What follows belongs to an exercise in optimizing a design on an open flow for small area, a short achievable clock period and few clock cycles per item; a production flow would make more cautious choices.
The RTL was checked by simulation tests, not by an equivalence proof against the original design.
Power and IR drop assume default switching activity.

File: config.mk
export PLATFORM = sky130hd
export DESIGN_NAME = stackTop
export DESIGN_NICKNAME = stackTop
export VERILOG_FILES = /design/flow/design.v
export SDC_FILE = /design/flow/constraint.sdc
export NUM_CORES = 4
export LEC_CHECK = 0
export CAP_MARGIN = 20
export CORE_MARGIN = 2
export CORE_UTILIZATION = 40
export SLEW_MARGIN = 20
File: constraint.sdc
create_clock -name core_clock -period 6.0 [get_ports {clk}]
set_input_delay 1.2000 -clock core_clock [delete_from_list [all_inputs] [get_ports {clk}]]
set_output_delay 1.2000 -clock core_clock [all_outputs]
set_load 0.01 [all_outputs]
File: design.v
package stackPkg;
    localparam int dataW = 8;
    localparam int addrW = 7;
    localparam logic [addrW-1:0] stackBase = '1;
    localparam logic [dataW-1:0] dvrInit = '1;
    typedef enum logic [2:0] {
        opClear,
        opPush,
        opPop,
        opAdd,
        opSub
    } stackOp_t;
    typedef enum logic [4:0] {
        stIdle,
        stClear,
        stPush,
        stSprDec,
        stDarSet,
        stRequest,
        stLoad,
        stPop,
        stAddIncB,
        stAddReqB,
        stAddLoadB,
        stAddIncA,
        stAddReqA,
        stAddLoadA,
        stAddStore,
        stSubIncB,
        stSubReqB,
        stSubLoadB,
        stSubIncA,
        stSubReqA,
        stSubLoadA,
        stSubStore
    } uState_t;
    typedef enum logic [1:0] {sprInit, sprDec, sprInc} sprSel_t;
    typedef enum logic {darInit, darSprPlusOne} darSel_t;
    typedef enum logic [1:0] {dvrSelInit, dvrMem, dvrAlu} dvrSel_t;
    typedef enum logic {aluAdd, aluSub} aluOp_t;
    typedef enum logic {addrSpr, addrDar} addrSel_t;
    typedef struct packed {
        sprSel_t sprSel;
        logic ldSpr;
        darSel_t darSel;
        logic ldDar;
        dvrSel_t dvrSel;
        logic ldDvr;
        addrSel_t addrSel;
        logic ldOpA;
        logic ldOpB;
        aluOp_t aluOp;
        logic wrAlu;
        logic cs;
        logic we;
    } ctrlWord_t;
endpackage
`timescale 1ns/1ps
module cmdIntake (
    input logic clk,
    input logic arstN,
    input logic req,
    input stackPkg::stackOp_t op,
    input logic [stackPkg::dataW-1:0] value,
    output logic ack,
    output logic cmdStart,
    output stackPkg::stackOp_t cmdOp,
    output logic [stackPkg::dataW-1:0] cmdValue,
    input logic cmdDone
);
    typedef enum logic [1:0] {hsIdle, hsBusy, hsAcked} hsState_t;
    hsState_t hsState;
    always_ff @(posedge clk or negedge arstN) begin
        if (!arstN) begin
            hsState <= hsIdle;
            cmdStart <= 1'b0;
            ack <= 1'b0;
        end else begin
            cmdStart <= 1'b0;
            case (hsState)
                hsIdle: begin
                    if (req) begin
                        cmdStart <= 1'b1;
                        hsState <= hsBusy;
                    end
                end
                hsBusy: begin
                    if (cmdDone) begin
                        ack <= 1'b1;
                        hsState <= hsAcked;
                    end
                end
                hsAcked: begin
                    if (!req) begin
                        ack <= 1'b0;
                        hsState <= hsIdle;
                    end
                end
                default: hsState <= hsIdle;
            endcase
        end
    end
    always_ff @(posedge clk) begin
        if (hsState == hsIdle && req) begin
            cmdOp <= op;
            cmdValue <= value;
        end
    end
endmodule
`timescale 1ns/1ps
module stackSequencer (
    input logic clk,
    input logic arstN,
    input logic cmdStart,
    input stackPkg::stackOp_t cmdOp,
    output logic cmdDone,
    output logic memCs,
    output logic memWe,
    output stackPkg::ctrlWord_t ctrl
);
    stackPkg::uState_t state;
    stackPkg::uState_t uNext;
    stackPkg::uState_t nextState;
    stackPkg::ctrlWord_t uCtrl;
    always_comb begin
        uCtrl = '0;
        uNext = stackPkg::stIdle;
        case (state)
            stackPkg::stIdle: uNext = stackPkg::stIdle;
            stackPkg::stClear: begin
                uCtrl.ldSpr = 1'b1;
                uCtrl.ldDar = 1'b1;
                uCtrl.ldDvr = 1'b1;
            end
            stackPkg::stPush: begin
                uCtrl.cs = 1'b1;
                uCtrl.we = 1'b1;
                uNext = stackPkg::stSprDec;
            end
            stackPkg::stSprDec: begin
                uCtrl.sprSel = stackPkg::sprDec;
                uCtrl.ldSpr = 1'b1;
                uNext = stackPkg::stDarSet;
            end
            stackPkg::stDarSet: begin
                uCtrl.darSel = stackPkg::darSprPlusOne;
                uCtrl.ldDar = 1'b1;
                uNext = stackPkg::stRequest;
            end
            stackPkg::stRequest: begin
                uCtrl.addrSel = stackPkg::addrDar;
                uCtrl.cs = 1'b1;
                uNext = stackPkg::stLoad;
            end
            stackPkg::stLoad: begin
                uCtrl.dvrSel = stackPkg::dvrMem;
                uCtrl.ldDvr = 1'b1;
            end
            stackPkg::stPop: begin
                uCtrl.sprSel = stackPkg::sprInc;
                uCtrl.ldSpr = 1'b1;
                uNext = stackPkg::stDarSet;
            end
            stackPkg::stAddIncB, stackPkg::stSubIncB,
            stackPkg::stAddIncA, stackPkg::stSubIncA: begin
                uCtrl.sprSel = stackPkg::sprInc;
                uCtrl.ldSpr = 1'b1;
                uNext = stackPkg::uState_t'(state + 5'd1);
            end
            stackPkg::stAddReqB, stackPkg::stSubReqB,
            stackPkg::stAddReqA, stackPkg::stSubReqA: begin
                uCtrl.cs = 1'b1;
                uNext = stackPkg::uState_t'(state + 5'd1);
            end
            stackPkg::stAddLoadB, stackPkg::stSubLoadB: begin
                uCtrl.ldOpB = 1'b1;
                uNext = stackPkg::uState_t'(state + 5'd1);
            end
            stackPkg::stAddLoadA, stackPkg::stSubLoadA: begin
                uCtrl.ldOpA = 1'b1;
                uNext = stackPkg::uState_t'(state + 5'd1);
            end
            stackPkg::stAddStore, stackPkg::stSubStore: begin
                uCtrl.aluOp = (state == stackPkg::stSubStore) ?
                              stackPkg::aluSub : stackPkg::aluAdd;
                uCtrl.wrAlu = 1'b1;
                uCtrl.cs = 1'b1;
                uCtrl.we = 1'b1;
                uCtrl.sprSel = stackPkg::sprDec;
                uCtrl.ldSpr = 1'b1;
                uCtrl.dvrSel = stackPkg::dvrAlu;
                uCtrl.ldDvr = 1'b1;
            end
            default: uNext = stackPkg::stIdle;
        endcase
    end
    always_comb begin
        nextState = uNext;
        if (state == stackPkg::stIdle && cmdStart) begin
            case (cmdOp)
                stackPkg::opClear: nextState = stackPkg::stClear;
                stackPkg::opPush: nextState = stackPkg::stPush;
                stackPkg::opPop: nextState = stackPkg::stPop;
                stackPkg::opAdd: nextState = stackPkg::stAddIncB;
                stackPkg::opSub: nextState = stackPkg::stSubIncB;
                default: nextState = stackPkg::stIdle;
            endcase
        end
    end
    always_ff @(posedge clk or negedge arstN) begin
        if (!arstN) begin
            state <= stackPkg::stIdle;
        end else begin
            state <= nextState;
        end
    end
    assign ctrl = uCtrl;
    assign memCs = uCtrl.cs;
    assign memWe = uCtrl.we;
    assign cmdDone = (state != stackPkg::stIdle) && (uNext == stackPkg::stIdle);
endmodule
`timescale 1ns/1ps
module stackDatapath (
    input logic clk,
    input logic arstN,
    input stackPkg::ctrlWord_t ctrl,
    input logic [stackPkg::dataW-1:0] cmdValue,
    output logic [stackPkg::addrW-1:0] memAddr,
    output logic [stackPkg::dataW-1:0] memWrData,
    input logic [stackPkg::dataW-1:0] memRdData,
    output logic [stackPkg::dataW-1:0] topValue,
    output logic stackEmpty
);
    logic [stackPkg::addrW-1:0] spr;
    logic [stackPkg::addrW-1:0] dar;
    logic [stackPkg::dataW-1:0] dvr;
    logic [stackPkg::dataW-1:0] opA;
    logic [stackPkg::dataW-1:0] opB;
    logic [stackPkg::addrW-1:0] sprNext;
    logic [stackPkg::addrW-1:0] darNext;
    logic [stackPkg::dataW-1:0] dvrNext;
    logic [stackPkg::dataW-1:0] aluOut;
    always_comb begin
        case (ctrl.sprSel)
            stackPkg::sprDec: sprNext = spr - 1'b1;
            stackPkg::sprInc: sprNext = spr + 1'b1;
            default: sprNext = stackPkg::stackBase;
        endcase
    end
    assign darNext = (ctrl.darSel == stackPkg::darSprPlusOne) ? spr + 1'b1 : '0;
    always_comb begin
        case (ctrl.dvrSel)
            stackPkg::dvrMem: dvrNext = memRdData;
            stackPkg::dvrAlu: dvrNext = aluOut;
            default: dvrNext = stackPkg::dvrInit;
        endcase
    end
    assign aluOut = (ctrl.aluOp == stackPkg::aluSub) ? opA - opB : opA + opB;
    always_ff @(posedge clk or negedge arstN) begin
        if (!arstN) begin
            spr <= stackPkg::stackBase;
            dar <= '0;
            dvr <= stackPkg::dvrInit;
        end else begin
            if (ctrl.ldSpr) spr <= sprNext;
            if (ctrl.ldDar) dar <= darNext;
            if (ctrl.ldDvr) dvr <= dvrNext;
        end
    end
    always_ff @(posedge clk) begin
        if (ctrl.ldOpA) opA <= memRdData;
        if (ctrl.ldOpB) opB <= memRdData;
    end
    assign memAddr = (ctrl.addrSel == stackPkg::addrDar) ? dar : spr;
    assign memWrData = ctrl.wrAlu ? aluOut : cmdValue;
    assign topValue = dvr;
    assign stackEmpty = (spr == stackPkg::stackBase);
endmodule
`timescale 1ns/1ps
module stackRam (
    input logic clk,
    input logic memCs,
    input logic memWe,
    input logic [stackPkg::addrW-1:0] memAddr,
    input logic [stackPkg::dataW-1:0] memWrData,
    output logic [stackPkg::dataW-1:0] memRdData
);
    logic [stackPkg::dataW-1:0] store [0:(1 << stackPkg::addrW)-1];
    always_ff @(posedge clk) begin
        if (memCs) begin
            if (memWe) begin
                store[memAddr] <= memWrData;
            end else begin
                memRdData <= store[memAddr];
            end
        end
    end
endmodule
`timescale 1ns/1ps
module stackTop (
    input logic clk,
    input logic arstN,
    input logic req,
    input stackPkg::stackOp_t op,
    input logic [stackPkg::dataW-1:0] value,
    output logic ack,
    output logic [stackPkg::dataW-1:0] topValue,
    output logic stackEmpty
);
    stackPkg::ctrlWord_t ctrl;
    logic cmdStart;
    stackPkg::stackOp_t cmdOp;
    logic [stackPkg::dataW-1:0] cmdValue;
    logic cmdDone;
    logic memCs;
    logic memWe;
    logic [stackPkg::addrW-1:0] memAddr;
    logic [stackPkg::dataW-1:0] memWrData;
    logic [stackPkg::dataW-1:0] memRdData;
    cmdIntake intake0 (
        .clk(clk),
        .arstN(arstN),
        .req(req),
        .op(op),
        .value(value),
        .ack(ack),
        .cmdStart(cmdStart),
        .cmdOp(cmdOp),
        .cmdValue(cmdValue),
        .cmdDone(cmdDone)
    );
    stackSequencer seq0 (
        .clk(clk),
        .arstN(arstN),
        .cmdStart(cmdStart),
        .cmdOp(cmdOp),
        .cmdDone(cmdDone),
        .memCs(memCs),
        .memWe(memWe),
        .ctrl(ctrl)
    );
    stackDatapath dp0 (
        .clk(clk),
        .arstN(arstN),
        .ctrl(ctrl),
        .cmdValue(cmdValue),
        .memAddr(memAddr),
        .memWrData(memWrData),
        .memRdData(memRdData),
        .topValue(topValue),
        .stackEmpty(stackEmpty)
    );
    stackRam ram0 (
        .clk(clk),
        .memCs(memCs),
        .memWe(memWe),
        .memAddr(memAddr),
        .memWrData(memWrData),
        .memRdData(memRdData)
    );
endmodule
File: run.sh
#!/bin/bash
# synth_recipe.tcl (not shown) runs the flow's synth.tcl, then flattens the netlist and writes it again
# the make line also repeats each setting of config.mk as NAME=value (left out here)
make -C /OpenROAD-flow-scripts/flow DESIGN_CONFIG=/design/flow/config.mk WORK_HOME=/design/flow/orfs CLKGATE_MAP_FILE= SYNTH_SCRIPT=/design/flow/synth_recipe.tcl finish
==> results of run 1 <==
-- path summary, 6_finish.rpt --
path | from | end | cells after the start
worst max-delay path | seq0.state[1] | ram0.memRdData[7] | 11
worst min-delay path | dp0.dvr[3] | dp0.dvr[3] | 2
worst max register to register | seq0.state[1] | ram0.memRdData[7] | 11
worst min register to register | dp0.dvr[3] | dp0.dvr[3] | 2
max in group asynchronous | arstN | dp0.spr[3] | 2
min in group asynchronous | arstN | dp0.dar[5] | 2
-- report_power, final --
group / switching (mW) / internal (mW) / leakage (nW)
clock: 2.84 / 3.73 / 1.65
combinational: 3.48 / 1.46 / 2.88
sequential: 0.168 / 8.84 / 9.89
total: 6.48 / 14.0 / 14.4
-- state kept, by name (all words and copies together), names as in the netlist --
| signal | cells |
|---|---|
| dp0.dar | 7 |
| dp0.dvr | 8 |
| ram0.store | 1024 |
| dp0.spr | 7 |
| intake0.cmdStart | 1 |
| seq0.state | 5 |
| dp0.opB | 8 |
| ram0.memRdData | 8 |
| intake0.ack | 1 |
| dp0.opA | 8 |
| intake0.cmdValue | 8 |
| intake0.cmdOp | 3 |
| intake0.hsState | 2 |
-- synth_stat cells, types with 4 or more instances --
cell	n	area, sq um
sky130_fd_sc_hd__edfxtp_1	1059	31800
sky130_fd_sc_hd__a22oi_1	200	1500
sky130_fd_sc_hd__nor2_1	170	638
sky130_fd_sc_hd__a221oi_1	125	1090
sky130_fd_sc_hd__a22o_1	120	1050
sky130_fd_sc_hd__buf_2	71	355
sky130_fd_sc_hd__a31oi_1	65	407
sky130_fd_sc_hd__a21oi_1	60	300
sky130_fd_sc_hd__nand2_1	58	218
sky130_fd_sc_hd__clkbuf_1	57	214
sky130_fd_sc_hd__nand4_1	55	344
sky130_fd_sc_hd__a222oi_1	38	380
sky130_fd_sc_hd__nand3_1	37	185
sky130_fd_sc_hd__o21ai_0	31	155
sky130_fd_sc_hd__inv_1	24	90.1
sky130_fd_sc_hd__buf_1	22	82.6
sky130_fd_sc_hd__xnor2_1	20	175
sky130_fd_sc_hd__ha_1	19	238
sky130_fd_sc_hd__dfrtp_1	16	400
sky130_fd_sc_hd__dfstp_2	15	394
sky130_fd_sc_hd__nor3_1	15	75.1
sky130_fd_sc_hd__mux2_2	11	124
sky130_fd_sc_hd__nand3b_1	11	82.6
sky130_fd_sc_hd__mux2i_1	10	100
sky130_fd_sc_hd__a211oi_1	9	67.6
sky130_fd_sc_hd__nor3b_1	8	60.1
sky130_fd_sc_hd__a311oi_1	6	52.6
sky130_fd_sc_hd__and3_1	6	37.5
sky130_fd_sc_hd__a21o_1	5	37.5
sky130_fd_sc_hd__nor4_1	5	31.3
sky130_fd_sc_hd__buf_4	4	30.0
sky130_fd_sc_hd__buf_6	4	45.0
sky130_fd_sc_hd__nor2b_1	4	25.0
sky130_fd_sc_hd__or4_1	4	30.0
sky130_fd_sc_hd__xor2_1	4	35.0
-- critical path, stage by stage (launching register included) --
cell                        delay [ns]
sky130_fd_sc_hd__dfrtp_1          0.43
sky130_fd_sc_hd__inv_1            0.13
sky130_fd_sc_hd__ha_1             0.29
sky130_fd_sc_hd__nor4bb_4         0.48
sky130_fd_sc_hd__buf_4            0.47
sky130_fd_sc_hd__mux2_4           0.68
sky130_fd_sc_hd__buf_12           0.34
sky130_fd_sc_hd__a22o_1           0.22
sky130_fd_sc_hd__a221oi_1         0.20
sky130_fd_sc_hd__a31oi_1          0.24
sky130_fd_sc_hd__nor4_1           0.95
sky130_fd_sc_hd__o2111ai_1        0.21
-- final cells by class --
cell class | count | area, sq um
diodes | 2 | 5.00
clock buffers | 142 | 2850
clock inverters | 53 | 549
fillers | 8579 | 55100
inverters | 24 | 90.1
multi-input cells | 1140 | 8030
flip-flops and latches | 1090 | 32600
well taps | 1368 | 1710
repair buffers | 120 | 1130
-- cells by family after synthesis --
| kind of cell | after synthesis | synth area share, % |
|---|---|---|
| flip-flops | 1090 | 78.9 |
| AO/OA/AOI/OAI | 689 | 12.9 |
| AND/OR/NAND/NOR | 384 | 4.42 |
| buffers and inverters | 183 | 2.02 |
| XOR/XNOR | 24 | 0.509 |
| multiplexers | 23 | 0.615 |
| adder cells (fa/ha/maj) | 20 | 0.624 |
-- metal layers --
| layer | routed length (um) | GRT usage (%) | vias to the layer above |
|---|---|---|---|
| met5 | 39 | 0 | - |
| met4 | 3770 | 7.06 | 6 |
| met3 | 11300 | 5.39 | 215 |
| met2 | 52300 | 32.4 | 1322 |
| met1 | 47000 | 29.6 | 12500 |
| li1 | - | - | 10200 |
-- placed cells by master, fill, tap and decap left out, drive strengths merged, types with 16 or more instances in the layout --
| cell type | n |
|---|---|
| clkdlybuf4s50 | 23 |
| a31oi | 65 |
| a22o | 120 |
| nor2 | 170 |
| clkbuf | 142 |
| dfrtp | 16 |
| a21oi | 60 |
| ha | 19 |
| edfxtp | 1059 |
| inv | 25 |
| nand3 | 37 |
| a221oi | 127 |
| a22oi | 200 |
| nand2 | 58 |
| nand4 | 55 |
| buf | 97 |
| xnor2 | 20 |
| a222oi | 38 |
| o21ai | 34 |
| clkinv | 40 |
==> out/metrics.cfg, run 1 <==
[grt]
vias_in_the_first_global_route=23500
antenna_found_initial=4
first_pass_grt_wire_length_um=166000
grtUsageTotal_pct=21.2
overflow=0
grt_start_max_net_pins=129

[cts]
cts_post_setup_buffers_inserted=0
clk_path_buf_depth=3
cts_sinks=1090
ctsHoldBuffers=0
clock_insertion_delay_worst_skew_ns=0.70
clk_pin_slew_ns=0.06
tritoncts.num_buffers=107
cts_root_buffer=sky130_fd_sc_hd__clkbuf_16
ctsResizeCount=0
cts_tree=built
htreeDepth=3

[critical_path]
critical_path_required_ns=6.40
critPathLaunchType=flop
critical_path.endpoint_type=flop
critPathMaxFanout=50
critical_path_arrival_ns=5.37
reg2reg_setup_slack_ns=1.03
crit_type=flop to flop

[floorplan]
floorplan.io_pins=24
die_x_um=325
floorplan.initialDensity_pct=40.5
placementRows=117
floorplan.die_area_sq_um=106000
fp.dieH_um=325
floorplan.core_area_sq_um=102000

[synthesis]
post_synth_inst_count=2413
synth-edff-count=1059
ys.flop_type=sky130_fd_sc_hd__edfxtp_1
synth_seq_cells=1090
synth.yosys.warnings=4
synthArstFlopShare_pct=2.84
syn-cell-area_sq_um=41300
synth_sequential_area_ratio_pct=78.9
synth_fp_nets=2447
syn-mean-instance-area_sq_um=17.1
yosys.cell_types.count=64

[pwr]
design_power_total_mw=20.5
power-per-cell-area_nw_per_um2=437
vdd_ir_drop_max_uv=492
p_leak_nw=14.4

[finish]
final_design_area_no_fill_sq_um=47000
layout.cells.non_filler=3939
layout-area-overhead-vs-synth_pct=13.7
drive_above_1_share_pct=11.4
postLayoutCoreUtil_pct=46.0
final_net_count=2517

[route]
wl_um=114000
detail-route-antenna-nets=0
num_vias=24200
drc=0
detail_route.wl_per_cell_um=29.0
detail_route.iter0.violations=3517
via_per_inst=6.14
first_pass_iters=6

[sta]
report.final.setup_viol=0
final-hold-violation-count=0
timing.clock.skew_ns=0.0610
drv_slew=0
rsz0062_at_grt=false
slew_headroom_pct=29.1
finalCriticalPeriod_ns=4.97
max_freq_ghz=0.201
postLayoutSetupSlackWorst_ns=1.03
worst-slew-pin-transition_ns=1.05
share_of_the_clock_period_used_by_the_worst_path_pct=82.9
totalNegativeSetupSlack_ns=0
holdWs_ns=0.501

[run]
maxCapViolations=0

[placed_design]
post-dp-hpwl_um=65700
gp_congestion=0.863
detailed_place.area_sq_um=43500
buffer_ports.inserted=23
dpl.cell_count=3740
dpl_worst_slack_ns=1.18

[min_path]
timing.hold.worst.class=flop to flop

[run_status]
outcome=finished clean

Testbench counts, summed over its fixed seeds: cycles 98,588, items 12,000.
==> run 2: changes to the inputs <==
==> design.v (replaced) <==
package stackPkg;
    localparam int dataW = 8;
    localparam int addrW = 7;
    localparam int ringN = (1 << addrW) - 2;
    typedef enum logic [2:0] {
        opClear,
        opPush,
        opPop,
        opAdd,
        opSub
    } stackOp_t;
endpackage
`timescale 1ns/1ps
module stackTop (
    input logic clk,
    input logic arstN,
    input logic req,
    input stackPkg::stackOp_t op,
    input logic [stackPkg::dataW-1:0] value,
    output logic ack,
    output logic [stackPkg::dataW-1:0] topValue,
    output logic stackEmpty
);
    localparam int W = stackPkg::dataW;
    localparam int N = stackPkg::ringN;
    logic [W-1:0] top;
    logic [W-1:0] ring [0:N-1];
    logic pol;
    logic [1:0] pos;
    logic [1:0] posNext;
    logic [stackPkg::addrW-1:0] depth;
    logic empty;
    logic exec;
    logic isPush;
    logic isPop;
    logic isAdd;
    logic isSub;
    logic isClear;
    logic rotUp;
    logic rotDown;
    logic [W-1:0] second;
    logic [W-1:0] secR;
    logic [W-1:0] sumR;
    logic [W-1:0] diffR;
    logic [W-1:0] wrData;
    assign exec = req && !ack;
    assign isClear = exec && (op == stackPkg::opClear);
    assign isPush = exec && (op == stackPkg::opPush);
    assign isPop = exec && (op == stackPkg::opPop);
    assign isAdd = exec && (op == stackPkg::opAdd);
    assign isSub = exec && (op == stackPkg::opSub);
    always_comb begin
        case (pos)
            2'd0: second = ring[N-1];
            2'd1: second = ring[0];
            2'd2: second = ring[1];
            default: second = ring[2];
        endcase
        second = second ^ {W{pol}};
    end
    always_ff @(posedge clk) begin
        secR <= second;
        sumR <= second + top;
        diffR <= second - top;
    end
    assign wrData = ~(top ^ {W{pol}});
    always_comb begin
        if (isPush) posNext = rotUp ? pos : pos - 2'd2;
        else if (isPop || isAdd || isSub) posNext = rotUp ? pos + 2'd2 : pos;
        else posNext = rotUp ? pos + 2'd1 : pos - 2'd1;
    end
    always_ff @(posedge clk or negedge arstN) begin
        if (!arstN) begin
            ack <= 1'b0;
            depth <= '0;
            empty <= 1'b1;
            pol <= 1'b0;
            pos <= 2'd1;
            rotUp <= 1'b1;
            rotDown <= 1'b0;
        end else begin
            if (exec) ack <= 1'b1;
            else if (!req) ack <= 1'b0;
            pol <= !pol;
            pos <= posNext;
            rotUp <= !posNext[1];
            rotDown <= posNext[1];
            if (isClear) begin
                depth <= '0;
                empty <= 1'b1;
            end else if (isPush) begin
                depth <= depth + 1'b1;
                empty <= 1'b0;
            end else if (isPop || isAdd || isSub) begin
                depth <= depth - 1'b1;
                empty <= (depth == 1);
            end
        end
    end
    always_ff @(posedge clk) begin
        if (isPush) top <= value;
        else if (isPop) top <= secR;
        else if (isAdd) top <= sumR;
        else if (isSub) top <= diffR;
    end
    for (genvar i = 0; i < N; i++) begin : g_ring
        logic [W-1:0] fromBelow;
        logic [W-1:0] fromAbove;
        logic [W-1:0] rotated;
        assign fromBelow = ring[(i + N - 1) % N];
        assign fromAbove = ring[(i + 1) % N];
        assign rotated = ~((fromAbove | {W{rotUp}}) & (fromBelow | {W{rotDown}}));
        if (i == 0 || i == N - 1) begin : g_write
            logic wrHere;
            assign wrHere = isPush && (pos[0] == (i == 0));
            always_ff @(posedge clk) begin
                ring[i] <= wrHere ? wrData : rotated;
            end
        end else begin : g_plain
            always_ff @(posedge clk) begin
                ring[i] <= rotated;
            end
        end
    end
    assign topValue = top;
    assign stackEmpty = empty;
endmodule
==> out/metrics.cfg, run 2 <==
[run_status]
outcome=finished clean  ; unchanged

[sta]
postLayoutSetupSlackWorst_ns=2.11  ; was 1.03 ns
rsz0062_at_grt=false  ; unchanged
max_freq_ghz=0.257  ; was 0.201 GHz
slew_headroom_pct=19.9  ; was 29.1%
report.final.setup_viol=0  ; unchanged
share_of_the_clock_period_used_by_the_worst_path_pct=64.8  ; was 82.9%
worst-slew-pin-transition_ns=1.20  ; was 1.05 ns
totalNegativeSetupSlack_ns=0  ; unchanged
finalCriticalPeriod_ns=3.89  ; was 4.97 ns
timing.clock.skew_ns=0.0230  ; was 0.0610 ns
final-hold-violation-count=0  ; unchanged
drv_slew=0  ; unchanged

[pwr]
p_leak_nw=12.8  ; was 14.4 nW
power-per-cell-area_nw_per_um2=765  ; was 437 nW/um^2
vdd_ir_drop_max_uv=602  ; was 492 uV

[placed_design]
dpl_worst_slack_ns=2.08  ; was 1.18 ns
buffer_ports.inserted=23  ; unchanged
post-dp-hpwl_um=29600  ; was 65700 um
dpl.cell_count=3328  ; was 3740
detailed_place.area_sq_um=31000  ; was 43500 sq um
gp_congestion=0.790  ; was 0.863

[finish]
largest_reg_flops=1008  ; was 1024
fillerInstances=6537  ; was 8579
registers.top_by_ff_count=ring  ; was ram0.store
layout_common_cells=sky130_fd_sc_hd__dfxtp_1 (1031), sky130_fd_sc_hd__o22ai_1 (1000), sky130_fd_sc_hd__clkbuf_16 (102)  ; was sky130_fd_sc_hd__edfxtp_1 (1059), sky130_fd_sc_hd__a22oi_1 (200), sky130_fd_sc_hd__nor2_1 (170)
drive_above_1_share_pct=7.86  ; was 11.4%
final_net_count=2499  ; was 2517
layout-area-overhead-vs-synth_pct=13.8  ; was 13.7%
layout_commonest_cell=sky130_fd_sc_hd__dfxtp_1  ; was sky130_fd_sc_hd__edfxtp_1
final_design_area_no_fill_sq_um=34400  ; was 47000 sq um
antenna_cells=0  ; was 2
layout.cells.non_filler=3513  ; was 3939

[route]
drc=0  ; unchanged
detail_route.iter0.violations=1223  ; was 3517
detail_route.wl_per_cell_um=14.8  ; was 29.0 um
num_vias=19100  ; was 24.2k
via_per_inst=5.43  ; was 6.14
detail-route-antenna-nets=0  ; unchanged
first_pass_iters=5  ; was 6
wl_um=51900  ; was 114000 um

[cts]
ctsHoldBuffers=0  ; unchanged
ctsResizeCount=0  ; unchanged
cts_tree=built  ; unchanged
clk_pin_slew_ns=0.06  ; about the same
clock_insertion_delay_worst_skew_ns=0.65  ; was 0.70 ns
clk_path_buf_depth=3  ; unchanged
cts_sinks=1052  ; was 1090
cts_post_setup_buffers_inserted=0  ; unchanged
cts_root_buffer=sky130_fd_sc_hd__clkbuf_16  ; unchanged
htreeDepth=3  ; unchanged
tritoncts.num_buffers=100  ; was 107

[synthesis]
synth_fp_nets=2595  ; was 2447
ys.flop_type=sky130_fd_sc_hd__dfxtp_1  ; was sky130_fd_sc_hd__edfxtp_1
yosys_top_cell_area_share_pct=68.2  ; was 77.0%
synth_sequential_area_ratio_pct=70.1  ; was 78.9%
synth_seq_cells=1052  ; was 1090
post_synth_inst_count=2559  ; was 2413
synthArstFlopShare_pct=1.24  ; was 2.84%
synth-edff-count=8  ; was 1059
syn-mean-instance-area_sq_um=11.8  ; was 17.1 sq um
synthTopCellsByArea=sky130_fd_sc_hd__dfxtp_1 (68%), sky130_fd_sc_hd__o22ai_1 (21%), sky130_fd_sc_hd__clkbuf_1 (2.5%)  ; was sky130_fd_sc_hd__edfxtp_1 (77%), sky130_fd_sc_hd__a22oi_1 (3.6%), sky130_fd_sc_hd__a221oi_1 (2.7%)
cell_accounting_for_the_most_synthesized_area=sky130_fd_sc_hd__dfxtp_1  ; was sky130_fd_sc_hd__edfxtp_1
syn-cell-area_sq_um=30300  ; was 41300 sq um
synth.yosys.warnings=2  ; was 4
yosys.cell_types.count=57  ; was 64
synth_commonest_cells=sky130_fd_sc_hd__dfxtp_1 (1031), sky130_fd_sc_hd__o22ai_1 (1000), sky130_fd_sc_hd__clkbuf_1 (199)  ; was sky130_fd_sc_hd__edfxtp_1 (1059), sky130_fd_sc_hd__a22oi_1 (200), sky130_fd_sc_hd__nor2_1 (170)
synth.most_common_cell=sky130_fd_sc_hd__dfxtp_1  ; was sky130_fd_sc_hd__edfxtp_1

[grt]
grt_start_max_net_pins=296  ; was 129
antenna_found_initial=0  ; was 4
grtUsageTotal_pct=13.1  ; was 21.2%
first_pass_grt_wire_length_um=88800  ; was 166000 um
overflow=0  ; unchanged
vias_in_the_first_global_route=18300  ; was 23.5k
gr_util_met2_pct=20.6  ; was 32.4%
global_route_met1_utilization_pct=18.0  ; was 29.6%
globalRouteMet3Util_pct=2.59  ; was 5.39%
top_usage_layer=met2  ; unchanged

[floorplan]
floorplan.initialDensity_pct=40.5  ; about the same
floorplan.die_area_sq_um=77900  ; was 106000 sq um
placementRows=100  ; was 117
die_x_um=279  ; was 325 um
fp.dieH_um=279  ; was 325 um
floorplan.core_area_sq_um=74700  ; was 102000 sq um
floorplan.io_pins=24  ; unchanged

[critical_path]
critical_path_arrival_ns=4.41  ; was 5.37 ns
critPathLaunchType=flop  ; unchanged
crit_type=flop to flop  ; unchanged
reg2reg_setup_slack_ns=2.11  ; was 1.03 ns
critPathMaxFanout=83  ; was 50
critical_path.endpoint_type=flop  ; unchanged
critical_path_required_ns=6.52  ; was 6.40 ns

[min_path]
timing.hold.worst.class=flop to flop  ; unchanged

[run]
maxCapViolations=0  ; unchanged

-- run 2: changes by cell type in the layout (fill, tap and decap cells not counted), sizes merged, moves of 64 or more --
cell and delta:
edfxtp -1051, dfxtp +1031, o22ai +997, a22oi -199, nor2 -147, a221oi -127
a22o -120, buf -81, a31oi -64
-- run 2: layout make-up --
type                       instances  area, sq um  share of cell area [%]
sequential                      1052        21200                    61.6
multi-input combinational       1246         8060                    23.4
clock buffer                     138         2850                    8.27
tap                              969         1210                    3.52
clock inverter                    45          573                    1.66
timing repair buffer              39          440                    1.28
inverter                          24         90.1                   0.262
-- run 2: logic make-up (layout without fill, tap and decap cells) --
group | count (synthesis) | after routing | synth area share [%]
xor+xnor | 35 | 35 | 1.01
fa+ha+maj | 22 | 22 | 0.959
buf+inv | 261 | 246 | 3.31
simple gates | 87 | 87 | 1.48
flops | 1052 | 1052 | 70.1
mux | 16 | 16 | 0.562
compound gates | 1086 | 1086 | 22.6
-- run 2: where the power goes --
group / switching (mW) / leakage [nW] / internal [mW] / total [mW]
logic: 3.50 / 2.22 / 3.08 / 6.58
registers: 2.34 / 8.92 / 11.1 / 13.4
clock network: 2.59 / 1.68 / 3.77 / 6.36
total: 8.42 / 12.8 / 17.9 / 26.3
-- run 2: path summary, 6_finish.rpt --
kind / startpoint / end / depth (start not counted)
setup reg to reg: pos[1] / diffR[6] / 12
setup / recovery: pos[1] / diffR[6] / 12
max in group asynchronous: arstN / pos[1] / 1
min in group asynchronous: arstN / depth[6] / 1
hold / removal: ring[42][4] / ring[43][4] / 1
hold reg to reg: ring[42][4] / ring[43][4] / 1
-- run 2: critical path: stages (launching register included) --
cell and delay [ns]:
sky130_fd_sc_hd__dfrtp_4 0.95, sky130_fd_sc_hd__inv_1 0.18, sky130_fd_sc_hd__ha_1 0.34, sky130_fd_sc_hd__a222oi_1 0.38, sky130_fd_sc_hd__a21oi_1 0.14, sky130_fd_sc_hd__xnor2_1 0.42
sky130_fd_sc_hd__inv_1 0.12, sky130_fd_sc_hd__fa_1 0.43, sky130_fd_sc_hd__nor2b_1 0.11, sky130_fd_sc_hd__o21ai_0 0.10, sky130_fd_sc_hd__a21boi_0 0.35, sky130_fd_sc_hd__or4_1 0.17
sky130_fd_sc_hd__nand3_1 0.06
-- run 2: metal layers --
metal | routed length, um | vias up
li1 | - | 9697
met1 | 25500 | 9081
met2 | 23900 | 237
met3 | 1620 | 71
met4 | 860 | 0
met5 | 0 | -
-- run 2: per-stage QoR --
stage          hold slack [ns]  util, %  power [mW]
3_3_place_gp             0.425     41.5        19.5
6_report                 0.429     46.1        26.3
2_1_floorplan            0.412        -        18.4
5_1_grt                  0.433     46.1        28.1
4_1_cts                  0.419     46.0        26.5
3_5_place_dp             0.427     41.5        20.0
Testbench counts of run 2, summed over its fixed seeds: cycles 24,000, items 12,000.
==> run 3: changes to the inputs <==
--- a/design.v
+++ b/design.v
@@ -28,4 +28,4 @@
     logic pol;
-    logic [1:0] pos;
-    logic [1:0] posNext;
+    logic [3:0] pos;
+    logic [3:0] posNext;
     logic [stackPkg::addrW-1:0] depth;
@@ -52,8 +52,6 @@
     always_comb begin
-        case (pos)
-            2'd0: second = ring[N-1];
-            2'd1: second = ring[0];
-            2'd2: second = ring[1];
-            default: second = ring[2];
-        endcase
+        second = ({W{pos[0]}} & ring[N-1])
+               | ({W{pos[1]}} & ring[0])
+               | ({W{pos[2]}} & ring[1])
+               | ({W{pos[3]}} & ring[2]);
         second = second ^ {W{pol}};
@@ -67,5 +65,5 @@
     always_comb begin
-        if (isPush) posNext = rotUp ? pos : pos - 2'd2;
-        else if (isPop || isAdd || isSub) posNext = rotUp ? pos + 2'd2 : pos;
-        else posNext = rotUp ? pos + 2'd1 : pos - 2'd1;
+        if (isPush) posNext = rotUp ? pos : {2'b00, pos[3:2]};
+        else if (isPop || isAdd || isSub) posNext = rotUp ? {pos[1:0], 2'b00} : pos;
+        else posNext = rotUp ? {pos[2:0], 1'b0} : {1'b0, pos[3:1]};
     end
@@ -77,3 +75,3 @@
             pol <= 1'b0;
-            pos <= 2'd1;
+            pos <= 4'b0010;
             rotUp <= 1'b1;
@@ -85,4 +83,4 @@
             pos <= posNext;
-            rotUp <= !posNext[1];
-            rotDown <= posNext[1];
+            rotUp <= posNext[0] || posNext[1];
+            rotDown <= posNext[2] || posNext[3];
             if (isClear) begin
@@ -114,3 +112,3 @@
             logic wrHere;
-            assign wrHere = isPush && (pos[0] == (i == 0));
+            assign wrHere = isPush && ((i == 0) ? (pos[1] || pos[3]) : (pos[0] || pos[2]));
             always_ff @(posedge clk) begin
--- a/config.mk
+++ b/config.mk
@@ -9,3 +9,7 @@
 export CORE_MARGIN = 2
-export CORE_UTILIZATION = 40
+export CORE_UTILIZATION = 60
+export CTS_BUF_LIST = sky130_fd_sc_hd__clkbuf_16
+export CTS_CLUSTER_DIAMETER = 60
+export CTS_CLUSTER_SIZE = 25
+export SETUP_SLACK_MARGIN = 3.6
 export SLEW_MARGIN = 20
==> out/metrics.cfg, run 3 <==
[grt]
global_route_met1_utilization_pct=28.1  ; was 18.0%
antenna_found_initial=0  ; unchanged
globalRouteMet3Util_pct=2.47  ; was 2.59%
vias_in_the_first_global_route=18200  ; was 18.3k
top_usage_layer=met2  ; unchanged
grt_start_max_net_pins=272  ; was 296
gr_util_met2_pct=29.7  ; was 20.6%
overflow=0  ; unchanged
first_pass_grt_wire_length_um=88100  ; was 88800 um
grtUsageTotal_pct=19.2  ; was 13.1%

[placed_design]
gp_congestion=0.782  ; was 0.790
dpl.cell_count=3055  ; was 3328
buffer_ports.inserted=23  ; unchanged
detailed_place.area_sq_um=30800  ; was 31000 sq um
post-dp-hpwl_um=29000  ; was 29600 um

[synthesis]
synth_commonest_cells=sky130_fd_sc_hd__dfxtp_1 (1031), sky130_fd_sc_hd__o22ai_1 (1011), sky130_fd_sc_hd__clkbuf_1 (220)  ; was sky130_fd_sc_hd__dfxtp_1 (1031), sky130_fd_sc_hd__o22ai_1 (1000), sky130_fd_sc_hd__clkbuf_1 (199)
syn-cell-area_sq_um=30500  ; was 30300 sq um
post_synth_inst_count=2594  ; was 2559
yosys_top_cell_area_share_pct=67.7  ; was 68.2%
synth_sequential_area_ratio_pct=69.8  ; was 70.1%
synthArstFlopShare_pct=1.52  ; was 1.24%
synth.yosys.warnings=2  ; unchanged
synthTopCellsByArea=sky130_fd_sc_hd__dfxtp_1 (68%), sky130_fd_sc_hd__o22ai_1 (21%), sky130_fd_sc_hd__clkbuf_1 (2.7%)  ; was sky130_fd_sc_hd__dfxtp_1 (68%), sky130_fd_sc_hd__o22ai_1 (21%), sky130_fd_sc_hd__clkbuf_1 (2.5%)
synth_fp_nets=2626  ; was 2595
cell_accounting_for_the_most_synthesized_area=sky130_fd_sc_hd__dfxtp_1  ; unchanged
ys.flop_type=sky130_fd_sc_hd__dfxtp_1  ; unchanged
synth.most_common_cell=sky130_fd_sc_hd__dfxtp_1  ; unchanged
syn-mean-instance-area_sq_um=11.8  ; about the same
synth-edff-count=8  ; unchanged
synth_seq_cells=1055  ; was 1052
yosys.cell_types.count=60  ; was 57

[finish]
drive_above_1_share_pct=8.17  ; was 7.86%
registers.top_by_ff_count=ring  ; unchanged
antenna_cells=0  ; unchanged
multi_input_comb_area_sq_um=8450  ; was 8060 sq um
fillerInstances=3901  ; was 6537
layout_common_cells=sky130_fd_sc_hd__dfxtp_1 (1031), sky130_fd_sc_hd__o22ai_1 (1011), sky130_fd_sc_hd__clkbuf_16 (54)  ; was sky130_fd_sc_hd__dfxtp_1 (1031), sky130_fd_sc_hd__o22ai_1 (1000), sky130_fd_sc_hd__clkbuf_16 (102)
largest_reg_flops=1008  ; unchanged
register_area_sq_um=21300  ; was 21200 sq um
final_net_count=2516  ; was 2499
postLayoutCoreUtil_pct=65.9  ; was 46.1%
layout_commonest_cell=sky130_fd_sc_hd__dfxtp_1  ; unchanged
layout.cells.non_filler=3180  ; was 3513
layout-area-overhead-vs-synth_pct=8.41  ; was 13.8%
final_design_area_no_fill_sq_um=33100  ; was 34400 sq um

[floorplan]
floorplan.die_area_sq_um=52700  ; was 77900 sq um
floorplan.io_pins=24  ; unchanged
fp.dieH_um=229  ; was 279 um
die_x_um=229  ; was 279 um
floorplan.initialDensity_pct=60.8  ; was 40.5%
floorplan.core_area_sq_um=50200  ; was 74700 sq um
placementRows=82  ; was 100

[sta]
report.final.setup_viol=0  ; unchanged
slew_headroom_pct=24.1  ; was 19.9%
rsz0062_at_grt=true  ; was false
drv_slew=0  ; unchanged
final-hold-violation-count=0  ; unchanged
timing.clock.skew_ns=0.0118  ; was 0.0230 ns
share_of_the_clock_period_used_by_the_worst_path_pct=41.4  ; was 64.8%
finalCriticalPeriod_ns=2.48  ; was 3.89 ns
totalNegativeSetupSlack_ns=0  ; unchanged
worst-slew-pin-transition_ns=1.14  ; was 1.20 ns
max_freq_ghz=0.403  ; was 0.257 GHz

[pwr]
design_power_total_mw=11.1  ; was 26.3 mW
power-per-cell-area_nw_per_um2=335  ; was 765 nW/um^2
p_leak_nw=13.8  ; was 12.8 nW
vdd_ir_drop_max_uv=291  ; was 602 uV

[route]
detail_route.wl_per_cell_um=16.2  ; was 14.8 um
drc=0  ; unchanged
num_vias=19200  ; was 19.1k
wl_um=51600  ; was 51900 um
first_pass_iters=5  ; unchanged
via_per_inst=6.03  ; was 5.43
detail_route.iter0.violations=1187  ; was 1223
detail-route-antenna-nets=0  ; unchanged

[critical_path]
crit_type=flop to flop  ; unchanged
critical_path.endpoint_type=flop  ; unchanged
worst_path_largest_cell_delay_ns=0.46  ; was 0.95 ns
slowest_stage=sky130_fd_sc_hd__dfrtp_2  ; was sky130_fd_sc_hd__dfrtp_4
critical_path_required_ns=6.57  ; was 6.52 ns
worstPathBufferInverterCount=2  ; unchanged
critPathTopFamily=simple AND/OR/NAND/NOR gates  ; was compound AO/OA/AOI/OAI gates
critPathLaunchType=flop  ; unchanged
critical_path_arrival_ns=3.05  ; was 4.41 ns
critPathMaxFanout=5  ; was 83
timing.critical_path.cells=buf_6, a22oi_2, nand2_2, xnor2_2, buf_4, fa_2, nand2b_1, a21oi_2, o21ba_2, or4_1, nand3_1  ; was inv_1, ha_1, a222oi_1, a21oi_1, xnor2_1, inv_1, fa_1, nor2b_1, o21ai_0, a21boi_0, or4_1, nand3_1

[cts]
clk_pin_slew_ns=0.09  ; was 0.06 ns
cts_sinks=1055  ; was 1052
tritoncts.num_buffers=52  ; was 100
ctsHoldBuffers=0  ; unchanged
cts_root_buffer=sky130_fd_sc_hd__clkbuf_16  ; unchanged
cts_tree=built  ; unchanged
clock_insertion_delay_worst_skew_ns=0.63  ; was 0.65 ns
htreeDepth=2  ; was 3
clk_path_buf_depth=3  ; unchanged

[run_status]
outcome=finished clean  ; unchanged

[run]
maxCapViolations=0  ; unchanged

[min_path]
timing.hold.worst.class=flop to flop  ; unchanged

## run 3: final cells by class
class	count	area share [%]
timing repair buffer	81	2.47
multi-input combinational	1272	25.6
sequential	1055	64.4
clock buffer	53	4.01
tap	672	2.54
inverter	22	0.254
clock inverter	25	0.738
## run 3: worst reg2reg max path, cell delays in order, from the launching register on
cell and delay (ns):
sky130_fd_sc_hd__dfrtp_2 0.46, sky130_fd_sc_hd__buf_6 0.14, sky130_fd_sc_hd__a22oi_2 0.18, sky130_fd_sc_hd__nand2_2 0.10, sky130_fd_sc_hd__xnor2_2 0.16, sky130_fd_sc_hd__buf_4 0.16, sky130_fd_sc_hd__fa_2 0.37, sky130_fd_sc_hd__nand2b_1 0.12
sky130_fd_sc_hd__a21oi_2 0.08, sky130_fd_sc_hd__o21ba_2 0.20, sky130_fd_sc_hd__or4_1 0.39, sky130_fd_sc_hd__nand3_1 0.09
## run 3: routing by layer
| metal | vias up | share of wire (%) | wire, um |
|---|---|---|---|
| li1 | 9736 | - | - |
| met1 | 9139 | 49 | 25500 |
| met2 | 219 | 45 | 23300 |
| met3 | 73 | 2.9 | 1520 |
| met4 | 0 | 2.3 | 1210 |
| met5 | - | 0 | 0 |
## run 3: cells by family (layout without fill, tap and decap cells)
kind of cell	Yosys count	after routing	share of synthesized area (%)
AO/OA/AOI/OAI	1104	1104	23.0
XOR/XNOR	29	29	0.833
adder cells (fa/ha/maj)	18	18	0.788
buffers and inverters	267	181	3.35
flip-flops	1055	1055	69.8
multiplexers	15	15	0.505
AND/OR/NAND/NOR	106	106	1.78
## run 3: final timing paths
kind                             start           to  slack [ns]  cells after the start
max                             pos[2]      sumR[6]        3.52                     11
min                        ring[72][1]  ring[73][1]        0.44                      1
max reg2reg                     pos[2]      sumR[6]        3.52                     11
min reg2reg                ring[72][1]  ring[73][1]        0.44                      1
max in group asynchronous        arstN      rotDown        4.44                      1
min in group asynchronous        arstN          pol        1.01                      1
## run 3: power breakdown
group	switching [mW]	internal (mW)	total (mW)	leakage [nW]
Clock	2.12	1.72	3.84	0.768
Sequential	0.0373	7.04	7.07	8.96
Combinational	0.0898	0.0856	0.175	4.04
## run 3: what timing repair did
| item | in CTS | in global routing |
|---|---|---|
| gates cloned | 1 | 1 |
| endpoints found under the setup margin | 629 | 34 |
| setup buffers | 33 | 12 |
| resized for setup | 79 | 26 |
| pin swaps | 10 | 12 |
## run 3: stage by stage
| stage | hold WS [ns] | setup slack [ns] |
|---|---|---|
| 2_1_floorplan | 0.412 | 3.47 |
| 3_3_place_gp | 0.423 | 2.63 |
| 3_5_place_dp | 0.432 | 2.59 |
| 4_1_cts | 0.442 | 3.46 |
| 5_1_grt | 0.453 | 3.41 |
| 6_report | 0.439 | 3.52 |
Testbench counts of run 3, summed over its fixed seeds: cycles 24,000, items 12,000.
==> run 4: changes to the inputs <==
--- a/config.mk
+++ b/config.mk
@@ -9,6 +9,3 @@
 export CORE_MARGIN = 2
-export CORE_UTILIZATION = 60
-export CTS_BUF_LIST = sky130_fd_sc_hd__clkbuf_16
-export CTS_CLUSTER_DIAMETER = 60
-export CTS_CLUSTER_SIZE = 25
+export CORE_UTILIZATION = 40
 export SETUP_SLACK_MARGIN = 3.6
==> out/metrics.cfg, run 4 <==
[sta]
finalCriticalPeriod_ns=2.47  ; was 2.48 ns
holdWs_ns=0.425  ; was 0.439 ns
report.final.setup_viol=0  ; unchanged
timing.clock.skew_ns=0.0211  ; was 0.0118 ns
final-hold-violation-count=0  ; unchanged
totalNegativeSetupSlack_ns=0  ; unchanged
drv_slew=0  ; unchanged
slew_headroom_pct=26.4  ; was 24.1%
share_of_the_clock_period_used_by_the_worst_path_pct=41.2  ; was 41.4%
rsz0062_at_grt=true  ; unchanged
worst-slew-pin-transition_ns=1.10  ; was 1.14 ns
max_freq_ghz=0.405  ; was 0.403 GHz

[floorplan]
fp.dieH_um=280  ; was 229 um
placementRows=101  ; was 82
floorplan.initialDensity_pct=40.3  ; was 60.8%
die_x_um=280  ; was 229 um
floorplan.io_pins=24  ; unchanged
floorplan.die_area_sq_um=78500  ; was 52700 sq um
floorplan.core_area_sq_um=75700  ; was 50200 sq um

[synthesis]
yosys.cell_types.count=60  ; unchanged
synth_fp_nets=2626  ; unchanged
synth.yosys.warnings=2  ; unchanged
ys.flop_type=sky130_fd_sc_hd__dfxtp_1  ; unchanged
synth-edff-count=8  ; unchanged
synth_sequential_area_ratio_pct=69.8  ; unchanged
syn-mean-instance-area_sq_um=11.8  ; unchanged
cell_accounting_for_the_most_synthesized_area=sky130_fd_sc_hd__dfxtp_1  ; unchanged
syn-cell-area_sq_um=30500  ; unchanged
synthTopCellsByArea=sky130_fd_sc_hd__dfxtp_1 (68%), sky130_fd_sc_hd__o22ai_1 (21%), sky130_fd_sc_hd__clkbuf_1 (2.7%)  ; unchanged
synth.most_common_cell=sky130_fd_sc_hd__dfxtp_1  ; unchanged
yosys_top_cell_area_share_pct=67.7  ; unchanged
synthArstFlopShare_pct=1.52  ; unchanged
synth_seq_cells=1055  ; unchanged
post_synth_inst_count=2594  ; unchanged
synth_commonest_cells=sky130_fd_sc_hd__dfxtp_1 (1031), sky130_fd_sc_hd__o22ai_1 (1011), sky130_fd_sc_hd__clkbuf_1 (220)  ; unchanged

[finish]
final_net_count=2581  ; was 2516
antenna_cells=0  ; unchanged
registers.top_by_ff_count=ring  ; unchanged
layout_common_cells=sky130_fd_sc_hd__dfxtp_1 (1031), sky130_fd_sc_hd__o22ai_1 (1011), sky130_fd_sc_hd__clkbuf_16 (102)  ; was sky130_fd_sc_hd__dfxtp_1 (1031), sky130_fd_sc_hd__o22ai_1 (1011), sky130_fd_sc_hd__clkbuf_16 (54)
fillerInstances=6716  ; was 3901
largest_reg_flops=1008  ; unchanged
drive_above_1_share_pct=12.0  ; was 8.17%
layout-area-overhead-vs-synth_pct=16.0  ; was 8.41%
final_design_area_no_fill_sq_um=35400  ; was 33100 sq um
layout_commonest_cell=sky130_fd_sc_hd__dfxtp_1  ; unchanged

[grt]
first_pass_grt_wire_length_um=92700  ; was 88100 um
global_route_met1_utilization_pct=18.7  ; was 28.1%
antenna_found_initial=0  ; unchanged
globalRouteMet3Util_pct=2.84  ; was 2.47%
vias_in_the_first_global_route=19000  ; was 18.2k
overflow=0  ; unchanged
top_usage_layer=met2  ; unchanged
grtUsageTotal_pct=13.6  ; was 19.2%
gr_util_met2_pct=21.7  ; was 29.7%
grt_start_max_net_pins=258  ; was 272

[route]
detail_route.iter0.violations=1219  ; was 1187
num_vias=19700  ; was 19.2k
via_per_inst=5.47  ; was 6.03
drc=0  ; unchanged
first_pass_iters=4  ; was 5
wl_um=55200  ; was 51600 um
detail-route-antenna-nets=0  ; unchanged
detail_route.wl_per_cell_um=15.3  ; was 16.2 um

[pwr]
seq_power_share_pct=52.5  ; was 63.8%
p_int_mw=10.8  ; was 8.84 mW
power.share.clock_pct=46.1  ; was 34.6%
power_switching_mw=2.70  ; was 2.24 mW
power-per-cell-area_nw_per_um2=381  ; was 335 nW/um^2
p_leak_nw=14.8  ; was 13.8 nW
vdd_ir_drop_max_uv=247  ; was 291 uV
power.switching_fraction_pct=20.0  ; was 20.2%
combPwrFrac_pct=1.3  ; was 1.6%

[cts]
htreeDepth=3  ; was 2
tritoncts.num_buffers=98  ; was 52
clk_pin_slew_ns=0.06  ; was 0.09 ns
clock_insertion_delay_worst_skew_ns=0.64  ; was 0.63 ns
cts_sinks=1055  ; unchanged
ctsHoldBuffers=0  ; unchanged
cts_root_buffer=sky130_fd_sc_hd__clkbuf_16  ; unchanged
cts_tree=built  ; unchanged
clk_path_buf_depth=3  ; unchanged

[run_status]
outcome=finished clean  ; unchanged

[placed_design]
post-dp-hpwl_um=30500  ; was 29000 um
detailed_place.area_sq_um=31200  ; was 30800 sq um
buffer_ports.inserted=23  ; unchanged
gp_congestion=0.749  ; was 0.782

[critical_path]
critical_path_arrival_ns=3.06  ; was 3.05 ns
critPathMaxFanout=5  ; unchanged
critical_path.endpoint_type=flop  ; unchanged
critical_path_required_ns=6.59  ; was 6.57 ns
crit_type=flop to flop  ; unchanged
critPathLaunchType=flop  ; unchanged

[min_path]
timing.hold.worst.class=flop to flop  ; unchanged

[run]
maxCapViolations=0  ; unchanged

==> run 4: final cells by class <==
type                    count  area, sq um  area share, %
well taps                 978         1220           3.46
inverters                  22         83.8          0.237
clock inverters            29          374           1.06
clock buffers             150         2970           8.40
multi-input cells        1272         8470           24.0
repair buffers            100          945           2.67
flip-flops and latches   1055        21300           60.2
==> run 4: stage by stage <==
step                      setup WS [ns]  util, %  instances  total power [mW]
after CTS                          3.48     46.3       3591              13.7
after floorplan                    3.47        -       2594              7.35
final                              3.53     46.7       3606              13.5
after global placement             2.04     41.2       3366              7.40
after global routing               3.42     46.7       3606              14.0
after detailed placement           2.05     41.2       3366              7.40
==> run 4: critical path, cell delays in order (launching register included) <==
cell and delay [ns]:
sky130_fd_sc_hd__dfrtp_2 0.45, sky130_fd_sc_hd__buf_4 0.15, sky130_fd_sc_hd__a22o_1 0.22, sky130_fd_sc_hd__a221oi_4 0.24
sky130_fd_sc_hd__xnor2_2 0.13, sky130_fd_sc_hd__buf_4 0.15, sky130_fd_sc_hd__ha_1 0.21, sky130_fd_sc_hd__inv_1 0.06
sky130_fd_sc_hd__a21oi_1 0.08, sky130_fd_sc_hd__o21ba_2 0.23, sky130_fd_sc_hd__or4_1 0.40, sky130_fd_sc_hd__nand3_1 0.09
==> run 4: power groups by stage <==
stage	combinational, mW	sequential, mW	clock (mW)
4_1_cts	0.176	7.08	6.41
3_3_place_gp	0.159	7.24	0
5_1_grt	0.201	7.08	6.68
2_1_floorplan	0.124	7.22	0
6_report	0.180	7.08	6.22
3_5_place_dp	0.161	7.24	0
==> run 4: cell families after synthesis <==
logic type                 synth area share [%]
AOI/OAI and AO/OA                          23.0
xor gates and xnor gates                  0.833
adders and majority gates                 0.788
buffers and inverters                      3.35
DFF                                        69.8
muxes                                     0.505
and+or+nand+nor                            1.78
==> run 4: metal layers <==
layer | up-vias | share of wire, %
met4 | 0 | 1.9
li1 | 9919 | -
met2 | 210 | 46
met3 | 87 | 3.2
met1 | 9493 | 49
met5 | - | 0
==> run 4: path summary, 6_finish.rpt <==
path | startpoint | to | slack (ns) | depth (start not counted)
max reg2reg | pos[2] | sumR[6] | 3.53 | 11
min | ring[106][5] | ring[105][5] | 0.42 | 1
max in group asynchronous | arstN | pol | 4.42 | 1
min reg2reg | ring[106][5] | ring[105][5] | 0.42 | 1
min in group asynchronous | arstN | depth[2] | 1.01 | 1
max | pos[2] | sumR[6] | 3.53 | 11
==> run 4: timing repair <==
item	CTS	global route
gates resized for setup	83	29
gates cloned	1	1
endpoints found under the setup margin	398	164
setup buffers	45	14
pin swaps	15	9
==> run 5: changes to the inputs <==
--- a/config.mk
+++ b/config.mk
@@ -7,2 +7,3 @@
 export LEC_CHECK = 0
+export ABC_AREA = 1
 export CAP_MARGIN = 20
@@ -10,2 +11,5 @@
 export CORE_UTILIZATION = 40
+export CTS_BUF_LIST = sky130_fd_sc_hd__clkbuf_16
+export CTS_CLUSTER_DIAMETER = 80
+export CTS_CLUSTER_SIZE = 30
 export SETUP_SLACK_MARGIN = 3.6
==> out/metrics.cfg, run 5 <==
[synthesis]
synth-edff-count=8  ; unchanged
synth.yosys.warnings=2  ; unchanged
yosys_top_cell_area_share_pct=67.4  ; was 67.7%
synthArstFlopShare_pct=1.52  ; unchanged
yosys.cell_types.count=39  ; was 60
synth_commonest_cells=sky130_fd_sc_hd__dfxtp_1 (1031), sky130_fd_sc_hd__o22ai_1 (1008), sky130_fd_sc_hd__buf_2 (161)  ; was sky130_fd_sc_hd__dfxtp_1 (1031), sky130_fd_sc_hd__o22ai_1 (1011), sky130_fd_sc_hd__clkbuf_1 (220)
cell_accounting_for_the_most_synthesized_area=sky130_fd_sc_hd__dfxtp_1  ; unchanged
synth_sequential_area_ratio_pct=69.5  ; was 69.8%
synth.most_common_cell=sky130_fd_sc_hd__dfxtp_1  ; unchanged
synthTopCellsByArea=sky130_fd_sc_hd__dfxtp_1 (67%), sky130_fd_sc_hd__o22ai_1 (21%), sky130_fd_sc_hd__buf_2 (2.6%)  ; was sky130_fd_sc_hd__dfxtp_1 (68%), sky130_fd_sc_hd__o22ai_1 (21%), sky130_fd_sc_hd__clkbuf_1 (2.7%)
syn-mean-instance-area_sq_um=11.7  ; was 11.8 sq um
ys.flop_type=sky130_fd_sc_hd__dfxtp_1  ; unchanged
syn-cell-area_sq_um=30600  ; was 30500 sq um
post_synth_inst_count=2626  ; was 2594
synth_seq_cells=1055  ; unchanged
synth_fp_nets=2658  ; was 2626

[finish]
postLayoutCoreUtil_pct=43.5  ; was 46.7%
layout_commonest_cell=sky130_fd_sc_hd__dfxtp_1  ; unchanged
layout-area-overhead-vs-synth_pct=7.74  ; was 16.0%
antenna_cells=0  ; unchanged
layout_common_cells=sky130_fd_sc_hd__dfxtp_1 (1031), sky130_fd_sc_hd__o22ai_1 (1008), sky130_fd_sc_hd__nand2_1 (80)  ; was sky130_fd_sc_hd__dfxtp_1 (1031), sky130_fd_sc_hd__o22ai_1 (1011), sky130_fd_sc_hd__clkbuf_16 (102)
largest_reg_flops=1008  ; unchanged
registers.top_by_ff_count=ring  ; unchanged
fillerInstances=6966  ; was 6716
final_net_count=2540  ; was 2581
drive_above_1_share_pct=6.98  ; was 12.0%

[placed_design]
buffer_ports.inserted=23  ; unchanged
post-dp-hpwl_um=31100  ; was 30500 um
gp_congestion=0.751  ; was 0.749

[sta]
final-hold-violation-count=0  ; unchanged
rsz0062_at_grt=true  ; unchanged
timing.clock.skew_ns=0.0326  ; was 0.0211 ns
finalCriticalPeriod_ns=2.50  ; was 2.47 ns
worst-slew-pin-transition_ns=0.951  ; was 1.10 ns
totalNegativeSetupSlack_ns=0  ; unchanged
slew_headroom_pct=36.6  ; was 26.4%
drv_slew=0  ; unchanged
report.final.setup_viol=0  ; unchanged
max_freq_ghz=0.400  ; was 0.405 GHz
share_of_the_clock_period_used_by_the_worst_path_pct=41.7  ; was 41.2%

[floorplan]
floorplan.initialDensity_pct=40.4  ; was 40.3%
floorplan.die_area_sq_um=78800  ; was 78500 sq um
placementRows=101  ; unchanged
floorplan.io_pins=24  ; unchanged
die_x_um=281  ; was 280 um
fp.dieH_um=281  ; was 280 um
floorplan.core_area_sq_um=75800  ; was 75700 sq um

[cts]
clock_insertion_delay_worst_skew_ns=0.62  ; was 0.64 ns
cts_root_buffer=sky130_fd_sc_hd__clkbuf_16  ; unchanged
cts_tree=built  ; unchanged
tritoncts.num_buffers=44  ; was 98
cts_sinks=1055  ; unchanged
htreeDepth=2  ; was 3
ctsHoldBuffers=0  ; unchanged
clk_path_buf_depth=3  ; unchanged
clk_pin_slew_ns=0.10  ; was 0.06 ns

[route]
detail-route-antenna-nets=0  ; unchanged
via_per_inst=5.54  ; was 5.47
detail_route.iter0.violations=1026  ; was 1219
num_vias=19400  ; was 19.7k
wl_um=53700  ; was 55200 um
first_pass_iters=5  ; was 4
drc=0  ; unchanged
detail_route.wl_per_cell_um=15.3  ; about the same

[run]
maxCapViolations=0  ; unchanged

[critical_path]
critical_path.endpoint_type=output port  ; was flop
critPathMaxFanout=4  ; was 5
worst_path_largest_cell_delay_ns=0.51  ; was 0.45 ns
critical_path_required_ns=4.80  ; was 6.59 ns
r2r-start=pos[0]  ; was pos[2]
critical_path_cell_count=1  ; was 11
crit_start=top[6]  ; was pos[2]
slowest_stage=sky130_fd_sc_hd__edfxtp_1  ; was sky130_fd_sc_hd__dfrtp_2
rr_worst_depth=11  ; unchanged
timing.critical_path.cells=buf_6  ; was buf_4, a22o_1, a221oi_4, xnor2_2, buf_4, ha_1, inv_1, a21oi_1, o21ba_2, or4_1, nand3_1
critical_path_arrival_ns=1.30  ; was 3.06 ns
crit_type=flop to output port  ; was flop to flop
critPathLaunchType=flop  ; unchanged
worstPathBufferInverterCount=1  ; was 3
critPathTopFamily=flip-flops  ; was compound AO/OA/AOI/OAI gates

[pwr]
p_leak_nw=12.4  ; was 14.8 nW
power-per-cell-area_nw_per_um2=711  ; was 381 nW/um^2
vdd_ir_drop_max_uv=631  ; was 247 uV

[grt]
overflow=0  ; unchanged
antenna_found_initial=0  ; unchanged
vias_in_the_first_global_route=18600  ; was 19.0k
grtUsageTotal_pct=13.2  ; was 13.6%
first_pass_grt_wire_length_um=89800  ; was 92700 um
grt_start_max_net_pins=212  ; was 258

[run_status]
outcome=finished clean  ; unchanged

[min_path]
min_path_cells=1  ; unchanged
min_from=ring[94][1]  ; was ring[106][5]
timing.hold.worst.class=flop to flop  ; unchanged

run 5: path summary, 6_finish.rpt:
kind | to | slack (ns)
worst max-delay path | topValue[6] | 3.50
worst min-delay path | ring[95][1] | 0.42
worst max register to register | sumR[7] | 3.70
worst min register to register | ring[95][1] | 0.42
max in group asynchronous | rotDown | 4.41
min in group asynchronous | depth[1] | 1.03
run 5: timing repair:
action	in CTS	in global routing
gates cloned	1	0
setup endpoints to repair	648	36
resized for setup	65	32
pin swaps	1	4
buffers inserted	16	23
run 5: through the flow:
stage,cells,instance area (sq um),worst slack (ns),total power [mW],hold WS [ns]
2_1_floorplan,2626,30600,3.76,18.2,0.412
3_3_place_gp,3400,31100,2.92,19.1,0.421
3_5_place_dp,3400,31100,2.86,19.6,0.422
4_1_cts,3477,32700,3.43,23.4,0.419
5_1_grt,3500,33000,3.44,25.1,0.440
6_report,3500,33000,3.50,23.5,0.422
run 5: layout make-up:
| cell class | count | area, sq um | area share (%) |
|---|---|---|---|
| flip-flops and latches | 1055 | 21300 | 64.6 |
| multi-input cells | 1285 | 8190 | 24.8 |
| well taps | 978 | 1220 | 3.71 |
| clock buffers | 44 | 1100 | 3.34 |
| repair buffers | 74 | 747 | 2.26 |
| clock inverters | 16 | 243 | 0.736 |
| inverters | 48 | 186 | 0.565 |
run 5: where the power goes:
part	switching, mW	internal (mW)
registers	2.23	10.9
clock network	2.10	1.48
logic	3.55	3.14
total	7.88	15.6
run 5: kinds of logic after synthesis:
group	after synthesis	synth area share, %
AO/OA/AOI/OAI	1096	22.5
flip-flops	1055	69.5
buffers and inverters	287	4.39
AND/OR/NAND/NOR	143	2.04
XOR/XNOR	27	0.772
adder cells (fa/ha/maj)	18	0.785
run 5: metal layers:
metal / GRT usage [%] / vias up / wire [um]
met5: 0 / - / 0
met4: 3.39 / 0 / 994
met3: 2.04 / 62 / 1550
met2: 22.0 / 216 / 25300
met1: 17.9 / 9349 / 25800
li1: - / 9778 / -
==> run 6: changes to the inputs <==
--- a/config.mk
+++ b/config.mk
@@ -7,3 +7,2 @@
 export LEC_CHECK = 0
-export ABC_AREA = 1
 export CAP_MARGIN = 20
==> out/metrics.cfg, run 6 <==
[cts]
cts_tree=built  ; unchanged
tritoncts.num_buffers=43  ; was 44
ctsHoldBuffers=0  ; unchanged
clk_pin_slew_ns=0.11  ; was 0.10 ns

[route]
first_pass_iters=4  ; was 5
via_per_inst=5.55  ; was 5.54

[floorplan]
fp.dieH_um=280  ; was 281 um
floorplan.die_area_sq_um=78500  ; was 78800 sq um
floorplan.initialDensity_pct=40.3  ; was 40.4%
die_x_um=280  ; was 281 um
placementRows=101  ; unchanged

[synthesis]
synthArstFlopShare_pct=1.52  ; unchanged
synth.most_common_cell=sky130_fd_sc_hd__dfxtp_1  ; unchanged
synthTopCellsByArea=sky130_fd_sc_hd__dfxtp_1 (68%), sky130_fd_sc_hd__o22ai_1 (21%), sky130_fd_sc_hd__clkbuf_1 (2.7%)  ; was sky130_fd_sc_hd__dfxtp_1 (67%), sky130_fd_sc_hd__o22ai_1 (21%), sky130_fd_sc_hd__buf_2 (2.6%)
cell_accounting_for_the_most_synthesized_area=sky130_fd_sc_hd__dfxtp_1  ; unchanged
syn-mean-instance-area_sq_um=11.8  ; was 11.7 sq um
synth.yosys.warnings=2  ; unchanged
synth_compound_area_share_pct=23.0  ; was 22.5%
synth-xor-area-share_pct=0.833  ; was 0.772%

[grt]
first_pass_grt_wire_length_um=89700  ; was 89800 um
overflow=0  ; unchanged
antenna_found_initial=0  ; unchanged

[finish]
registers.top_by_ff_count=ring  ; unchanged
multi_input_comb_area_sq_um=8460  ; was 8190 sq um

[sta]
final-hold-violation-count=0  ; unchanged
finalCriticalPeriod_ns=2.46  ; was 2.50 ns
rsz0062_at_grt=true  ; unchanged

[critical_path]
critical_path_arrival_ns=2.99  ; was 1.30 ns
worstPathBufferInverterCount=0  ; was 1
critPathLaunchType=flop  ; unchanged

[pwr]
vdd_ir_drop_max_uv=229  ; was 631 uV

[placed_design]
gp_congestion=0.749  ; was 0.751

[min_path]
timing.hold.worst.class=flop to flop  ; unchanged

[run_status]
outcome=finished clean  ; unchanged

## run 6: cell count changes in the layout (fill, tap and decap cells not counted), moves of 9 or more
| cell | before | now |
|---|---|---|
| sky130_fd_sc_hd__o211ai_1 | 13 | 1 |
| sky130_fd_sc_hd__o21ai_1 | 10 | 1 |
| sky130_fd_sc_hd__inv_1 | 45 | 20 |
| sky130_fd_sc_hd__nor2_1 | 28 | 46 |
| sky130_fd_sc_hd__mux2i_1 | 0 | 14 |
| sky130_fd_sc_hd__a31oi_1 | 9 | 0 |
| sky130_fd_sc_hd__o21ai_0 | 20 | 2 |
| sky130_fd_sc_hd__nand2_1 | 80 | 18 |
| sky130_fd_sc_hd__buf_4 | 37 | 53 |
| sky130_fd_sc_hd__a21oi_1 | 10 | 33 |
## run 6: kinds of logic after synthesis
kind of cell               after synthesis
buffers and inverters                  267
muxes                                   15
AOI/OAI and AO/OA                     1104
adders and majority gates               18
and+or+nand+nor                        106
xor gates and xnor gates                29
DFF                                   1055
## run 6: where the power goes
group	internal (mW)	total (mW)	switching [mW]	leakage [nW]
clock	1.37	3.43	2.05	0.602
sequential	7.04	7.08	0.0387	8.96
combinational	0.0858	0.179	0.0931	4.09
## run 6: final timing paths
kind | startpoint | end | slack [ns] | cells past startpoint
worst max-delay path | pos[2] | sumR[6] | 3.54 | 10
worst min-delay path | ring[31][2] | ring[32][2] | 0.44 | 1
worst max register to register | pos[2] | sumR[6] | 3.54 | 10
worst min register to register | ring[31][2] | ring[32][2] | 0.44 | 1
max in group asynchronous | arstN | rotDown | 4.40 | 1
min in group asynchronous | arstN | depth[1] | 1.04 | 1
## run 6: per-layer routing
layer,GRT usage (%),up-vias,wire length [um]
li1,-,9703,-
met1,18.4,9353,26900
met2,21.1,178,24800
met3,1.84,56,1260
met4,3.44,0,872
met5,0,-,0
## run 6: layout make-up
type | count | area share [%]
Tap cell | 978 | 3.69
Sequential cell | 1055 | 64.2
Timing Repair Buffer | 92 | 2.67
Clock buffer | 44 | 3.32
Multi-Input combinational cell | 1272 | 25.5
Clock inverter | 10 | 0.385
Inverter | 22 | 0.253
## run 6: stage by stage
stage | cell area [sq um] | hold slack (ns)
finish | 33200 | 0.436
CTS | 32900 | 0.442
global placement | 31200 | 0.423
floorplan | 30500 | 0.412
detailed placement | 31200 | 0.431
global route | 33200 | 0.452
## run 6: repair_timing
action / CTS / global route
endpoints found under the hold margin: 0 / 0
cloned: 1 / 1
setup endpoints to repair: 337 / 145
gates resized for setup: 86 / 27
setup buffers: 40 / 11
pin swaps: 15 / 10
## run 6: worst reg2reg max path: stages, from the launching register on
cell                       delay [ns]
sky130_fd_sc_hd__dfrtp_2         0.49
sky130_fd_sc_hd__a22oi_2         0.22
sky130_fd_sc_hd__nand2_2         0.09
sky130_fd_sc_hd__xnor2_1         0.16
sky130_fd_sc_hd__ha_2            0.20
sky130_fd_sc_hd__fa_2            0.35
sky130_fd_sc_hd__nand2b_1        0.09
sky130_fd_sc_hd__a21oi_1         0.09
sky130_fd_sc_hd__o21ba_2         0.22
sky130_fd_sc_hd__or4_1           0.40
sky130_fd_sc_hd__nand3_1         0.09

port drivers added, routing unchanged:
No port has a modelled driver above. Below, the same layouts with a new extraction and two added sets of constraints.
Step 1 assumes that a clkbuf_16 drives the clock port and a buf_2 every other input.
Step 2 times the ports against the registers' clock, not the clock port: input delays grow and output delays shrink by t, the midpoint of the rising clock arrivals with the driver on.
Three values: ideal ports, drivers, drivers and shift; two values: the first two.
run | shift t [ns] | setup slack, ns
run 1 | 0.737 | 1.026 / 1.026 / 1.026
run 2 | 0.692 | 2.115 / 2.115 / 2.115
run 3 | 0.678 | 3.518 / 3.483 / 3.080
run 4 | 0.695 | 3.529 / 3.470 / 3.093
run 5 | 0.663 | 3.497 / 3.435 / 3.020
run 6 | 0.655 | 3.544 / 3.500 / 3.087
After both steps setup and hold are still met in every run listed.
